Source: an optimization exercise on an open RTL-to-GDS flow (aim: small area and a short achievable clock period). Production flows keep margins and buffers that such runs may drop.
The RTL was checked by simulation tests, not by an equivalence proof against the original design.
No activity file was given, so power comes from the tool's default toggle rates.

==> design/flow/flow/run.sh <==
#!/bin/bash
# Own layout flow: the standard flow, with a different ABC mapping
# script for synthesis (same registers as the standard synthesis), then the
# standard layout steps with a setup margin for timing repair, cell resizing
# across footprints and plain buffers on the ports.
set -euo pipefail
here=$(pwd)
mkdir -p "$here/scripts_abc"
for f in "$FLOW_HOME"/scripts/*; do ln -sf "$f" "$here/scripts_abc/"; done
rm -f "$here/scripts_abc/abc_area.script" "$here/scripts_abc/abc_speed.script"
cp "$here/flow/abc.script" "$here/scripts_abc/abc_area.script"
cp "$here/flow/abc.script" "$here/scripts_abc/abc_speed.script"
MARGIN=$(cat "$here/flow/setup_margin")
bash standard.sh SCRIPTS_DIR="$here/scripts_abc" synth > "$here/synth_run.log" 2>&1
bash standard.sh SETUP_SLACK_MARGIN="$MARGIN" MATCH_CELL_FOOTPRINT=0 \
  BUFFER_PORTS_ARGS="-buffer_cell sky130_fd_sc_hd__buf_2" finish > "$here/layout_run.log" 2>&1
==> design/flow/flow/abc.script <==
strash
&get -n
&st
&dch -f
&nf -R 50 -p -F 8 -C 32
&put
topo
==> design/flow/flow/setup_margin <==
6.5
==> design/flow/standard.sh <==
#!/bin/bash
# synth_recipe.tcl (not shown) runs the flow's synth.tcl, then flattens the netlist and writes it again
# the make line also repeats each setting of config.mk as NAME=value (left out here)
make -C /OpenROAD-flow-scripts/flow DESIGN_CONFIG=/design/flow/config.mk WORK_HOME=/design/flow/orfs CLKGATE_MAP_FILE= SYNTH_SCRIPT=/design/flow/synth_recipe.tcl "${@:-finish}"
==> design/flow/config.mk <==
export PLATFORM = sky130hd
export DESIGN_NAME = router
export DESIGN_NICKNAME = router
export VERILOG_FILES = /design/flow/design.v
export SDC_FILE = /design/flow/constraint.sdc
export NUM_CORES = 4
export LEC_CHECK = 0
export ABC_AREA = 1
export CAP_MARGIN = 20
export CELL_PAD_IN_SITES_DETAIL_PLACEMENT = 2
export CELL_PAD_IN_SITES_GLOBAL_PLACEMENT = 4
export CORE_MARGIN = 2
export CORE_UTILIZATION = 30
export CTS_BUF_LIST = sky130_fd_sc_hd__clkbuf_4 sky130_fd_sc_hd__clkbuf_8
export PLACE_DENSITY = 0.45
export SLEW_MARGIN = 20
==> design/flow/constraint.sdc <==
create_clock -name core_clock -period 11.5 [get_ports {clock}]
set_input_delay 2.3000 -clock core_clock [delete_from_list [all_inputs] [get_ports {clock}]]
set_output_delay 2.3000 -clock core_clock [all_outputs]
set_load 0.01 [all_outputs]
==> design/flow/design.v <==
`default_nettype none
package router_port_pkg;
  typedef logic [4-1:0] port_id_t;
  typedef logic [16-1:0] port_mask_t;
  typedef struct packed {
    logic data;
    logic valid_n;
    logic frame_n;
  } out_lane_t;
endpackage
`default_nettype wire
`default_nettype none
package router_ctrl_pkg;
  typedef enum logic [2:0] {idle, addr, pad, request, connected} slice_state_t;
  typedef struct packed {
    logic active;
    logic [4-1:0] dest;
  } slice_req_t;
  typedef struct packed {
    logic valid;
    logic [4-1:0] src;
  } owner_t;
endpackage
`default_nettype wire
`default_nettype none
module router (
  input  logic        clock,
  input  logic        reset,
  input  logic [15:0] frame_n,
  input  logic [15:0] valid_n,
  input  logic [15:0] din,
  output logic [15:0] busy_n,
  output logic [15:0] dout,
  output logic [15:0] valido_n,
  output logic [15:0] frameo_n
);
  localparam logic [2:0] S_IDLE = 3'b000, S_PAD = 3'b100, S_REQ = 3'b110,
                         S_CONN = 3'b101;
  logic [2:0]  st   [16];
  logic [3:0]  dest [16];
  logic [15:0] owns;             
  logic [15:0] wait_g;           
  logic [15:0] l_d, l_v, l_f;    
  logic [3:0]  last [16];        
  logic [15:0] won;
  logic [15:0] granted;          
  logic [15:0] req  [16];        
  logic [15:0] own;              
  logic [15:0] hold [16];        
  always_comb begin
    for (int o = 0; o < 16; o++) begin
      for (int i = 0; i < 16; i++) begin
        req[o][i] = wait_g[i] && (dest[i] == 4'(o));
        hold[o][i] = owns[i] && (dest[i] == 4'(o));
      end
    end
  end
  always_comb begin
    for (int o = 0; o < 16; o++) own[o] = |hold[o];
  end
  logic [3:0]  win_idx [16];
  logic [15:0] win_any;
  logic [15:0] gnt [16];
  for (genvar o = 0; o < 16; o++) begin : g_arb
    logic [31:0]       x;
    logic [15:0]       a1, i1;
    logic [7:0]        a2;
    logic [15:0]       i2;
    logic [3:0]        a3;
    logic [11:0]       i3;
    logic [1:0]        a4;
    logic [7:0]        i4;
    always_comb begin
      x = {req[o], req[o] & (16'hfffe << last[o])};
      for (int k = 0; k < 16; k++) begin
        a1[k] = x[2*k] | x[2*k+1];
        i1[k] = !x[2*k];
      end
      for (int k = 0; k < 8; k++) begin
        a2[k] = a1[2*k] | a1[2*k+1];
        i2[2*k +: 2] = a1[2*k] ? {1'b0, i1[2*k]} : {1'b1, i1[2*k+1]};
      end
      for (int k = 0; k < 4; k++) begin
        a3[k] = a2[2*k] | a2[2*k+1];
        i3[3*k +: 3] = a2[2*k] ? {1'b0, i2[4*k +: 2]} : {1'b1, i2[4*k+2 +: 2]};
      end
      for (int k = 0; k < 2; k++) begin
        a4[k] = a3[2*k] | a3[2*k+1];
        i4[4*k +: 4] = a3[2*k] ? {1'b0, i3[6*k +: 3]} : {1'b1, i3[6*k+3 +: 3]};
      end
      win_idx[o] = a4[0] ? i4[3:0] : i4[7:4];
      win_any[o] = a4[1] & !own[o];
      for (int j = 0; j < 16; j++) gnt[o][j] = win_any[o] && (win_idx[o] == 4'(j));
    end
  end
  logic [15:0] gcol [16];
  always_comb begin
    for (int i = 0; i < 16; i++) begin
      for (int o = 0; o < 16; o++) gcol[i][o] = gnt[o][i];
      won[i] = |gcol[i];
    end
  end
  logic [2:0] st_d [16];
  always_comb begin
    for (int i = 0; i < 16; i++) begin
      case (st[i])
        S_IDLE:  st_d[i] = frame_n[i] ? S_IDLE : 3'b001;
        S_REQ:   st_d[i] = granted[i] ? S_CONN : S_REQ;
        S_CONN:  st_d[i] = frame_n[i] ? S_IDLE : S_CONN;
        S_PAD:   st_d[i] = S_REQ;
        default: st_d[i] = st[i] + 3'd1;
      endcase
      if (!reset) st_d[i] = S_IDLE;
    end
  end
  always_ff @(posedge clock) begin
    for (int i = 0; i < 16; i++) begin
      st[i] <= st_d[i];
      wait_g[i] <= st_d[i][2] & st_d[i][1];
      owns[i] <= reset & (won[i] | granted[i] | (st[i] == S_CONN));
      granted[i] <= reset & won[i];
      if (!st[i][2] && (st[i] != S_IDLE || !frame_n[i]))
        dest[i] <= {din[i], dest[i][3:1]};
      l_d[i] <= din[i];
      l_v[i] <= !valid_n[i] & (st[i] == S_CONN);
      l_f[i] <= !frame_n[i] & (st[i] == S_CONN);
    end
  end
  always_ff @(posedge clock) begin
    for (int o = 0; o < 16; o++) begin
      if (!reset) last[o] <= 4'd15;
      else if (win_any[o]) last[o] <= win_idx[o];
      dout[o]     <= reset & |(hold[o] & l_d);
      valido_n[o] <= ~reset | ~|(hold[o] & l_v);
      frameo_n[o] <= ~reset | ~|(hold[o] & l_f);
    end
  end
  always_comb begin
    for (int i = 0; i < 16; i++) busy_n[i] = !wait_g[i];
  end
endmodule
`default_nettype wire
==> reports/qor.csv <==
stage,metric,value,unit
power_and_ir_drop,Psw,2540,uW
route,initial drt markers,6604,
power_and_ir_drop,Logic pwr share,0.411,
cts,Clock Tree Buf Depth,3,
placement,Placed Cells,5053,
placement,placed wire-length estimate,158000,um
grt,vias in the first global route,39800,
power_and_ir_drop,register share of total power,0.314,
critical_path,CP Class,reg -> reg,
synth,Post-Syn Area per Cell,7.62,um2
placement,port bufs,113,
power_and_ir_drop,total power per unit cell area,153,mW/mm2
timing,final hold vios,0,
cts,clock root buffer,clkbuf_8,
critical_path,Worst Path Arrival,5.70,ns
worst_hold_path,number of cells on the worst hold path,0,
run_status,status,no timing/DRC/antenna violations,
floorplanning,# rows,110,
route,routed vias,39800,
critical_path,register-to-register setup slack,6.44,ns
power_and_ir_drop,maximum vdd drop,0.105,mV
synth,number of flops mapped to enable cells by yosys,64,
cts,htree depth,3,
worst_hold_path,Worst Hold End,dest[12][2],
timing,Max Clock Skew,0.0366,ns
synth,Mapped Area,0.0273,mm2
route,drt pass-1 iters,14,
power_and_ir_drop,Power Internal,2440,uW
critical_path,Startpoint Class,register,
synth,"Top FF cell, synth",dfxtp_1,
route,DRC violations left,0,
cells_and_area,Layout area overhead,19.5,%
synth,ys async rst share,0,
synth,sequential element share of the synthesized area,0.258,
flow_run,max_cap viols,0,
cts,CTS tree,yes,
cts,total CTS buffers,69,
floorplanning,Die Ht,306,um
grt,Congestion Overflow GR,0,
worst_hold_path,hold_sp,dest[12][3],
cts,Num Clock Sinks,320,
timing,Finish-stage setup viols,0,
floorplanning,Ports,114,
floorplanning,die footprint,0.0935,mm2
cts,Skew-Pair Late Insertion Delay,0.76,ns
critical_path,R2R Path End,owns[0],
critical_path,Reg2Reg Depth,11,
cts,Worst-path clk slew,0.06,ns
timing,fin crit share,0.440,
cells_and_area,# fillers,10600,
timing,Final Critical Period,5.06,ns
timing,Fin Setup TNS,0,ns
worst_hold_path,HP Class,reg -> reg,
cells_and_area,share of post-route cells with drive strength above 1,0.125,
timing,worst-margin pin slew,1.36,ns
timing,relative slew slack,0.0826,
grt,GRT Resource Usage Total,0.462,
synth,Seq cells post-synth,320,
critical_path,R2R Path Start,dest[15][2],
route,Final ANT Viol Nets,0,
cells_and_area,Final #Nets,4066,
timing,Max Slew Vio Count,0,
critical_path,Crit Path Max Fanout,9,
floorplanning,Initial Util,0.303,
grt,first-pass GRT wire length,311000,um
grt,largest net degree at the start of global routing,40,
critical_path,Crit. End Element,register,
timing,Fmax achieved,0.198,GHz
cells_and_area,Multi-input gate area,0.0202,mm2
floorplanning,core box area,0.0901,mm2
power_and_ir_drop,share of total power in the clock network,0.276,
placement,Final Wtd Congestion,1.07,
route,via-per-instance ratio,7.61,
synth,Mapped Nets,3698,
synth,Cells after Synth,3584,
route,DRT Wirelength,223000,um
power_and_ir_drop,LEAKAGE,0.0125,uW
cts,Hold Buf Count CTS,0,
synth,synth warn,10,
route,post-DR wirelength/cell,42.6,um
cells_and_area,final cell count without fillers,5227,
power_and_ir_drop,Sw Ratio,0.510,
critical_path,worst endpoint required time,12.14,ns
cells_and_area,total area of sequential cells,0.00706,mm2
timing,RSZ-0062 raised after global routing,yes,
floorplanning,die width,306,um
grt,initial antenna violation count,41,
synth,"Distinct cells, synth",62,
state kept, by name (all words and copies together), names as in the netlist:
register / flops
last: 64
dest: 64
l_v: 16
wait_g: 16
l_d: 16
dout: 16
owns: 16
valido_n: 16
st: 48
l_f: 16
frameo_n: 16
granted: 16
layout make-up:
| cell class | instances | area share |
|---|---|---|
| multi-input cells | 3162 | 0.619 |
| flip-flops and latches | 320 | 0.216 |
| repair buffers | 297 | 0.0597 |
| well taps | 1176 | 0.0451 |
| clock buffers | 105 | 0.0401 |
| inverters | 102 | 0.0118 |
| clock inverters | 21 | 0.00414 |
| diodes | 44 | 0.00337 |
worst max-delay path, stage by stage (launching register included):
cell and delay (ns):
edfxtp_1 0.45, and2_0 1.01, nand3_1 0.24, a41oi_1 0.25
nor4_1 0.09, and2_0 0.25, a221oi_2 0.67, nand2b_1 0.32
o22ai_1 0.15, a221oi_1 0.68, nand4_1 0.46, o31a_1 0.36
timing repair:
| action | in CTS | in global routing |
|---|---|---|
| gates resized for setup | 21 | 38 |
| pin swaps | 1 | 3 |
| endpoints found under the setup margin | 24 | 28 |
| setup buffers | 1 | 3 |
routing by layer:
metal  global-route usage  part of all wire  vias to the layer above
li1                     -                 -                    15400
met1                0.558              0.37                    19800
met2                0.647              0.40                     3425
met3                0.206              0.14                     1141
met4                0.329             0.086                       24
met5                    0            0.0013                        -
worst max path at each step:
| stage | from | end | slack [ns] | cells after the start |
|---|---|---|---|---|
| final | dest[15][2] | owns[0] | 6.44 | 11 |
| after global routing | dest[5][2] | owns[0] | 6.44 | 12 |
| after CTS | dest[8][1] | owns[0] | 6.47 | 11 |
| after detailed placement | dest[2][1] | owns[1] | 6.05 | 13 |
| after global placement | dest[2][1] | owns[1] | 6.16 | 13 |
| after floorplan | reset | wait_g[13] | 7.62 | 3 |
synthesized netlist by cell type (all sizes together) (30+ instances only):
master | instances | share of area
nand3 | 288 | 0.053
nand2 | 284 | 0.039
and3 | 270 | 0.062
dfxtp | 256 | 0.19
a21oi | 252 | 0.046
nor2 | 223 | 0.031
o21ai | 189 | 0.035
a22oi | 186 | 0.051
nand4 | 154 | 0.035
a222oi | 114 | 0.042
and2 | 102 | 0.023
clkinv | 102 | 0.014
nor2b | 99 | 0.023
nor4 | 88 | 0.020
a31oi | 87 | 0.020
nand2b | 83 | 0.019
o22ai | 78 | 0.018
edfxtp | 64 | 0.070
ha | 64 | 0.029
o2111ai | 47 | 0.015
a221oi | 44 | 0.014
mux2i | 43 | 0.016
nor3 | 31 | 0.0057
and4 | 30 | 0.0096
power by group through the flow:
stage	Clock [uW]	Combinational [uW]	Sequential, uW
floorplan	0	610	1480
global placement	0	1770	1530
detailed placement	0	1820	1560
CTS	1400	1830	1540
global route	1450	1990	1580
finish	1370	2050	1570
layout by cell type, fill, tap and decap left out, types with 114 or more instances in the layout:
master,synthesis,routed
nand3_1,288,288
nand2_1,284,284
and3_1,270,270
a21oi_1,252,249
dfxtp_1,256,246
nor2_1,223,216
a22oi_1,186,186
buf_4,0,185
o21ai_0,189,184
nand4_1,154,154
a222oi_1,114,114
stage by stage:
step           utilization  instance area [um2]  worst slack [ns]  power (uW)  hold WS, ns
2_1_floorplan            -                27300              7.62        2090        0.475
3_3_place_gp         0.342                30800              6.16        3300        0.499
3_5_place_dp         0.342                30800              6.05        3380        0.514
4_1_cts              0.359                32300              6.47        4780        0.511
5_1_grt              0.361                32500              6.44        5020        0.551
6_report             0.362                32600              6.44        4990        0.518
cells by family (layout without fill, tap and decap cells):
group,after synthesis,count (layout),share of synthesized area
muxes,54,54,0.0203
adders and majority gates,64,64,0.0293
other,0,44,0
and+or+nand+nor,1781,1781,0.356
buffers and inverters,102,525,0.0140
AOI/OAI and AO/OA,1247,1247,0.317
xor gates and xnor gates,16,16,0.00513
DFF,320,320,0.258

-- separate check: timing with driven ports --
In the flow no input, the clock included, has a driving cell. The finished layout below was timed again as built, in two steps. Step 1: set_driving_cell puts a clkbuf_16 on clock and a buf_2 on each other input, an assumption about the parent block. Step 2, shift: input delay + t, output delay - t, t = (earliest + latest rising clock arrival at the registers) / 2. This alone moves slack from input paths to output paths. Three values: no drivers, after step 1, after step 2; two values: the first two.
t (ns): 0.812
slack for setup (ns): 6.444 / 6.444 / 6.423
hold WS [ns]: 0.518 / 0.518 / 0.518
After both steps setup and hold are still met in this run. For this run, drivers alone change the setup slack by 0.000 ns; drivers and shift together by -0.021 ns.
